This is an optimization exercise on Yosys and OpenROAD, whose aim is small area, not a production implementation. Function was checked by simulation only, so behaviour that the tests miss may differ from the original. Power and IR drop assume default switching activity. The flow treats the clock pin as an ideal source, which a real chip does not have.

==> flow/design.v <==
package speckle_pkg;
    localparam int ROWS    = 24;
    localparam int COLS    = 24;
    localparam int NB_DATA = 12;                    
    localparam int DEPTH   = ROWS * COLS;
    localparam int NB_DIV  = 24;                    
    localparam int NB_CNT  = 10;                    
    typedef logic [NB_DATA-1:0] pixel_t;
    typedef logic [NB_CNT-1:0]  cnt_t;              
    typedef logic [NB_DIV-1:0]  div_t;              
    typedef enum logic {
        MODE_SCAN   = 1'b0,
        MODE_CONFIG = 1'b1
    } mode_e;
    typedef enum logic [2:0] {
        IDLE      = 3'b000,
        DONE      = 3'b001,
        SCAN_TRIG = 3'b010,
        SCAN_WAIT = 3'b011,
        CFG_READ  = 3'b100,
        CFG_SEND  = 3'b101,
        CFG_KEY   = 3'b110,
        FINISH    = 3'b111
    } seq_state_e;
    typedef struct packed {
        logic   done;                               
        pixel_t value;
    } adc_rsp_t;
    typedef struct packed {
        logic sclk;
        logic sdata;
        logic key_wr;
    } chip_pins_t;
    typedef struct packed {
        logic valid;
        logic data;                                 
        logic key;                                  
    } shift_req_t;
    function automatic cnt_t cnt_next(input cnt_t c);
        cnt_next = {c[NB_CNT-2:0], ~(c[9] ^ c[6])};
    endfunction
    function automatic cnt_t cnt_at(input int n);
        cnt_t c;
        c = '0;
        for (int i = 0; i < n; i++) begin
            c = cnt_next(c);
        end
        cnt_at = c;
    endfunction
    localparam cnt_t CNT_LAST = cnt_at(DEPTH - 1);
endpackage
module pixel_counter (
    input  logic clk,
    input  logic i_rst_n,
    input  logic i_step,
    output logic o_last
);
    speckle_pkg::cnt_t cnt;
    assign o_last = (cnt == speckle_pkg::CNT_LAST);
    always_ff @(posedge clk) begin
        if (!i_rst_n) begin
            cnt <= '0;
        end else if (i_step) begin
            cnt <= o_last ? '0 : speckle_pkg::cnt_next(cnt);
        end
    end
endmodule
module pixel_ram (
    input  logic                clk,
    input  logic                i_shift,
    input  logic                i_load,
    input  speckle_pkg::pixel_t i_wdata,
    output speckle_pkg::pixel_t o_head
);
    localparam int NB = speckle_pkg::DEPTH * speckle_pkg::NB_DATA;
    logic [NB-1:0] frame;
    assign o_head = frame[speckle_pkg::NB_DATA-1:0];
    always_ff @(posedge clk) begin
        if (i_shift) begin
            frame <= {(i_load ? i_wdata : o_head), frame[NB-1:speckle_pkg::NB_DATA]};
        end
    end
endmodule
module chip_shifter (
    input  logic                    clk,
    input  logic                    i_rst_n,
    input  speckle_pkg::div_t       i_clk_div,
    input  speckle_pkg::shift_req_t i_req,
    output logic                    o_ready,
    output speckle_pkg::chip_pins_t o_chip
);
    logic              active;                      
    logic              second_half;
    logic              sdata;
    logic              key_wr;
    speckle_pkg::div_t phase_cnt;
    logic              half_done;
    assign o_ready   = !active;
    assign half_done = (phase_cnt == i_clk_div);
    assign o_chip.sclk   = active && second_half && !key_wr;
    assign o_chip.sdata  = sdata;
    assign o_chip.key_wr = key_wr;
    always_ff @(posedge clk) begin
        if (!active || half_done) begin
            phase_cnt <= speckle_pkg::div_t'(1);
        end else begin
            phase_cnt <= phase_cnt + 1'b1;
        end
        if (!active) begin
            second_half <= 1'b0;
        end else if (half_done) begin
            second_half <= 1'b1;
        end
    end
    always_ff @(posedge clk) begin
        if (!i_rst_n) begin
            active <= 1'b0;
            sdata  <= 1'b0;
            key_wr <= 1'b0;
        end else if (!active) begin
            if (i_req.valid) begin
                active <= 1'b1;
                if (i_req.key) begin
                    key_wr <= 1'b1;                 
                end else begin
                    sdata <= i_req.data;            
                end
            end
        end else if (half_done && second_half) begin
            active <= 1'b0;
            key_wr <= 1'b0;
        end
    end
endmodule
module mode_sequencer (
    input  logic                    clk,
    input  logic                    i_rst_n,
    input  logic                    i_start,
    input  speckle_pkg::mode_e      i_mode,
    input  speckle_pkg::pixel_t     i_threshold,
    input  logic                    i_adc_done,
    input  logic                    i_last,
    input  speckle_pkg::pixel_t     i_ram_rdata,
    input  logic                    i_shift_ready,
    output logic                    o_adc_trigger,
    output logic                    o_step,
    output logic                    o_load,
    output speckle_pkg::shift_req_t o_shift,
    output logic                    o_busy,
    output logic                    o_done
);
    speckle_pkg::seq_state_e state;
    speckle_pkg::seq_state_e state_next;
    logic                    key_sent;              
    assign o_busy        = (state != speckle_pkg::IDLE) && (state != speckle_pkg::DONE);
    assign o_done        = (state == speckle_pkg::DONE);
    assign o_adc_trigger = (state == speckle_pkg::SCAN_TRIG);
    assign o_load        = (state == speckle_pkg::SCAN_WAIT);
    always_comb begin
        state_next = state;
        o_step     = 1'b0;
        o_shift    = '0;
        case (state)
            speckle_pkg::IDLE, speckle_pkg::DONE: begin
                if (i_start) begin
                    if (i_mode == speckle_pkg::MODE_SCAN) begin
                        state_next = speckle_pkg::SCAN_TRIG;
                    end else begin
                        state_next = speckle_pkg::CFG_READ;
                    end
                end else begin
                    state_next = speckle_pkg::IDLE;
                end
            end
            speckle_pkg::SCAN_TRIG: begin
                state_next = speckle_pkg::SCAN_WAIT;
            end
            speckle_pkg::SCAN_WAIT: begin
                if (i_adc_done) begin
                    o_step = 1'b1;
                    if (i_last) begin
                        state_next = speckle_pkg::FINISH;
                    end else begin
                        state_next = speckle_pkg::SCAN_TRIG;
                    end
                end
            end
            speckle_pkg::CFG_READ: begin
                state_next = speckle_pkg::CFG_SEND;
            end
            speckle_pkg::CFG_SEND: begin
                o_shift.valid = 1'b1;
                o_shift.data  = (i_ram_rdata > i_threshold);
                if (i_shift_ready) begin
                    o_step = 1'b1;
                    if (i_last) begin
                        state_next = speckle_pkg::CFG_KEY;
                    end else begin
                        state_next = speckle_pkg::CFG_READ;
                    end
                end
            end
            speckle_pkg::CFG_KEY: begin
                o_shift.valid = !key_sent;
                o_shift.key   = 1'b1;
                if (key_sent && i_shift_ready) begin
                    state_next = speckle_pkg::FINISH;
                end
            end
            default: begin                          
                state_next = speckle_pkg::DONE;
            end
        endcase
    end
    always_ff @(posedge clk) begin
        if (!i_rst_n) begin
            state    <= speckle_pkg::IDLE;
            key_sent <= 1'b0;
        end else begin
            state    <= state_next;
            key_sent <= (state == speckle_pkg::CFG_KEY) && (key_sent || i_shift_ready);
        end
    end
endmodule
module speckle_sensor_controller (
    input  logic                    clk,
    input  logic                    i_rst_n,
    input  logic                    i_start,
    input  speckle_pkg::mode_e      i_mode,
    input  speckle_pkg::pixel_t     i_threshold,
    input  speckle_pkg::div_t       i_clk_div,
    input  speckle_pkg::adc_rsp_t   i_adc,
    output logic                    o_adc_trigger,
    output speckle_pkg::chip_pins_t o_chip,
    output logic                    o_busy,
    output logic                    o_done
);
    logic                    step;
    logic                    load;
    logic                    cnt_last;
    speckle_pkg::pixel_t     ram_rdata;
    speckle_pkg::shift_req_t shift_req;
    logic                    shift_ready;
    mode_sequencer u_mode_sequencer (
        .clk           ( clk           ),
        .i_rst_n       ( i_rst_n       ),
        .i_start       ( i_start       ),
        .i_mode        ( i_mode        ),
        .i_threshold   ( i_threshold   ),
        .i_adc_done    ( i_adc.done    ),
        .i_last        ( cnt_last      ),
        .i_ram_rdata   ( ram_rdata     ),
        .i_shift_ready ( shift_ready   ),
        .o_adc_trigger ( o_adc_trigger ),
        .o_step        ( step          ),
        .o_load        ( load          ),
        .o_shift       ( shift_req     ),
        .o_busy        ( o_busy        ),
        .o_done        ( o_done        )
    );
    pixel_counter u_pixel_counter (
        .clk     ( clk      ),
        .i_rst_n ( i_rst_n  ),
        .i_step  ( step     ),
        .o_last  ( cnt_last )
    );
    pixel_ram u_pixel_ram (
        .clk     ( clk         ),
        .i_shift ( step        ),
        .i_load  ( load        ),
        .i_wdata ( i_adc.value ),
        .o_head  ( ram_rdata   )
    );
    chip_shifter u_chip_shifter (
        .clk       ( clk         ),
        .i_rst_n   ( i_rst_n     ),
        .i_clk_div ( i_clk_div   ),
        .i_req     ( shift_req   ),
        .o_ready   ( shift_ready ),
        .o_chip    ( o_chip      )
    );
endmodule
clock: 10.0 ns
lec_check: 0
cap_margin: 0
core_margin: 2
core_utilization: 70
slew_margin: 0
synth_memory_max_bits: 8192
standard.sh (not shown) runs the stock make flow with config.mk's settings and CLKGATE_MAP_FILE= SYNTH_SCRIPT=/design/flow/synth_recipe.tcl, a recipe that flattens the netlist after the stock synthesis.
==> flow/flow/run.sh <==
#!/bin/bash
# Standard layout, with the clock tree built from strong buffers driving larger
# sink clusters and without dummy loads, and the smallest buffer on the ports.
set -euo pipefail
export CTS_ARGS="-sink_clustering_enable -repair_clock_nets -sink_clustering_size 21 -sink_clustering_max_diameter 60 -buf_list sky130_fd_sc_hd__clkbuf_8 -sink_clustering_buffer sky130_fd_sc_hd__clkbuf_8 -dont_use_dummy_load"
export BUFFER_PORTS_ARGS="-buffer_cell sky130_fd_sc_hd__buf_1"
bash standard.sh > standard.log 2>&1
The baseline completed with no timing, DRC or antenna violations.
==> next run, changes <==
==> flow/flow/run.sh (replaced) <==
#!/bin/bash
# Standard layout, with the clock tree built from strong buffers driving larger
# sink clusters and without dummy loads, and the smallest buffer on the ports.
set -euo pipefail
export CTS_ARGS="-sink_clustering_enable -repair_clock_nets -sink_clustering_size 19 -sink_clustering_max_diameter 60 -buf_list sky130_fd_sc_hd__clkbuf_8 -sink_clustering_buffer sky130_fd_sc_hd__clkbuf_8 -dont_use_dummy_load"
export BUFFER_PORTS_ARGS="-buffer_cell sky130_fd_sc_hd__buf_1"
bash standard.sh > standard.log 2>&1
Total power increases by 0.73%.
Cell count barely changes.
Combinational power stays flat.
Count of clock-buffer cells in the layout increases by 30.
Global-route usage hardly moves.
Cell area hardly moves.
Worst setup slack is better by 0.045 ns.
==> next run, changes <==
==> flow/run.sh (new file) <==
#!/bin/bash
# synth_recipe.tcl (not shown) runs the flow's synth.tcl, then flattens the netlist and writes it again
# the make line also repeats each setting of config.mk as NAME=value (left out here)
make -C /OpenROAD-flow-scripts/flow DESIGN_CONFIG=/design/flow/config.mk WORK_HOME=/design/flow/orfs CLKGATE_MAP_FILE= SYNTH_SCRIPT=/design/flow/synth_recipe.tcl finish
CTS_BUF_LIST = sky130_fd_sc_hd__clkbuf_16   (was not set)
CTS_CLUSTER_DIAMETER = 80   (was not set)
CTS_CLUSTER_SIZE = 34   (was not set)
removed: flow/flow/run.sh
removed: flow/standard.sh
- utilization goes up by 0.25 points
- cell area rises slightly
- sequential power stays flat
- worst setup slack gets worse by 0.55 ns
- power increases slightly
- global-route usage shrinks by 0.55 points
- first-iteration DRC count went up by a few percent
- via count came out lower slightly
- combinational power went up by a few percent
- wire length drops by a few percent
==> next run, changes <==
==> flow/flow/run.sh (new file) <==
#!/bin/bash
# Standard layout, with the clock tree built from strong buffers driving larger
# sink clusters and without dummy loads, and the smallest buffer on the ports.
set -euo pipefail
export CTS_ARGS="-sink_clustering_enable -repair_clock_nets -sink_clustering_size 11 -sink_clustering_max_diameter 40 -buf_list sky130_fd_sc_hd__clkbuf_16 -sink_clustering_buffer sky130_fd_sc_hd__clkbuf_4 -dont_use_dummy_load"
export BUFFER_PORTS_ARGS="-buffer_cell sky130_fd_sc_hd__buf_1"
bash standard.sh > standard.log 2>&1
==> flow/standard.sh (new file) <==
#!/bin/bash
# synth_recipe.tcl (not shown) runs the flow's synth.tcl, then flattens the netlist and writes it again
# the make line also repeats each setting of config.mk as NAME=value (left out here)
make -C /OpenROAD-flow-scripts/flow DESIGN_CONFIG=/design/flow/config.mk WORK_HOME=/design/flow/orfs CLKGATE_MAP_FILE= SYNTH_SCRIPT=/design/flow/synth_recipe.tcl "${@:-finish}"
CTS_BUF_LIST = not set   (was sky130_fd_sc_hd__clkbuf_16)
CTS_CLUSTER_DIAMETER = not set   (was 80)
CTS_CLUSTER_SIZE = not set   (was 34)
removed: flow/run.sh
Outcome:
- The changed run passed the timing, DRC and antenna checks
- fmax went up by 11%
- die area stays the same
- clock power went up by about 4%
- setup slack is better by 0.49 ns
- clock skew went up by 0.040 ns
- wire length went up by about 4.6%
==> next run, changes <==
==> flow/flow/run.sh (replaced) <==
#!/bin/bash
# Standard layout, with the clock tree built from strong buffers driving larger
# sink clusters and without dummy loads, and the smallest buffer on the ports.
set -euo pipefail
export CTS_ARGS="-sink_clustering_enable -repair_clock_nets -sink_clustering_size 34 -sink_clustering_max_diameter 80 -buf_list sky130_fd_sc_hd__clkbuf_16 -dont_use_dummy_load"
export BUFFER_PORTS_ARGS="-buffer_cell sky130_fd_sc_hd__buf_1"
bash standard.sh > standard.log 2>&1
GPL_TIMING_DRIVEN = 0   (was not set)
Effect: Sequential share of layout area rose by 0.36 points; synthesized area stays the same; worst setup slack loses 1.8 ns; via count came out lower by 4.8%; die area is unchanged; routed wire length shrinks by 8.5%.
==> next run, changes <==
GPL_TIMING_DRIVEN = not set   (was 0)
Result:
- The changed run ran to the end with no violations
- combinational power drops by about 1%
- routed wire length climbs by 4.8%
- worst setup slack improved by 1.8 ns
- clock skew drops by 0.020 ns

what the ideal ports hide:
The flow's constraints put no driver on any port. The routed layouts listed below were extracted and timed again, unchanged, in two steps. Step 1 (the two cells are an assumption about what drives the block):
set clk [get_ports {clk}]
set_driving_cell -lib_cell sky130_fd_sc_hd__clkbuf_16 $clk
set_driving_cell -lib_cell sky130_fd_sc_hd__buf_2 [delete_from_list [all_inputs] $clk]
Step 2, shift: input delay + t, output delay - t, t = (earliest + latest rising clock arrival at the registers) / 2. This alone moves slack from input paths to output paths. Slacks: no drivers / after step 1 / after step 2; pairs: no drivers / after step 1.
| run | t, ns | slack for setup (ns) | hold slack, ns | clock arrival spread, ns |
|---|---|---|---|---|
| the first run | 1.129 | 5.767 / 5.721 / 4.793 | 0.379 / 0.379 / 0.379 | 0.064 / 0.065 |
| the second run | 1.128 | 5.813 / 5.731 / 4.863 | 0.381 / 0.381 / 0.381 | 0.078 / 0.078 |
| the third run | 1.000 | 5.261 / 5.330 / 4.331 | 0.410 / 0.410 / 0.410 | 0.036 / 0.037 |
| the fourth run | 1.039 | 5.748 / 5.748 / 4.811 | 0.360 / 0.360 / 0.360 | 0.071 / 0.071 |
| the fifth run | 0.984 | 3.944 / 4.012 / 3.028 | 0.390 / 0.390 / 0.390 | 0.071 / 0.071 |
| the sixth run | 1.008 | 5.721 / 5.721 / 4.796 | 0.399 / 0.399 / 0.399 | 0.050 / 0.050 |
After both steps every run listed still meets setup and hold. The setup slack of the first run, which loses most, moves by -0.046 ns with the drivers and by -0.974 ns with both steps.
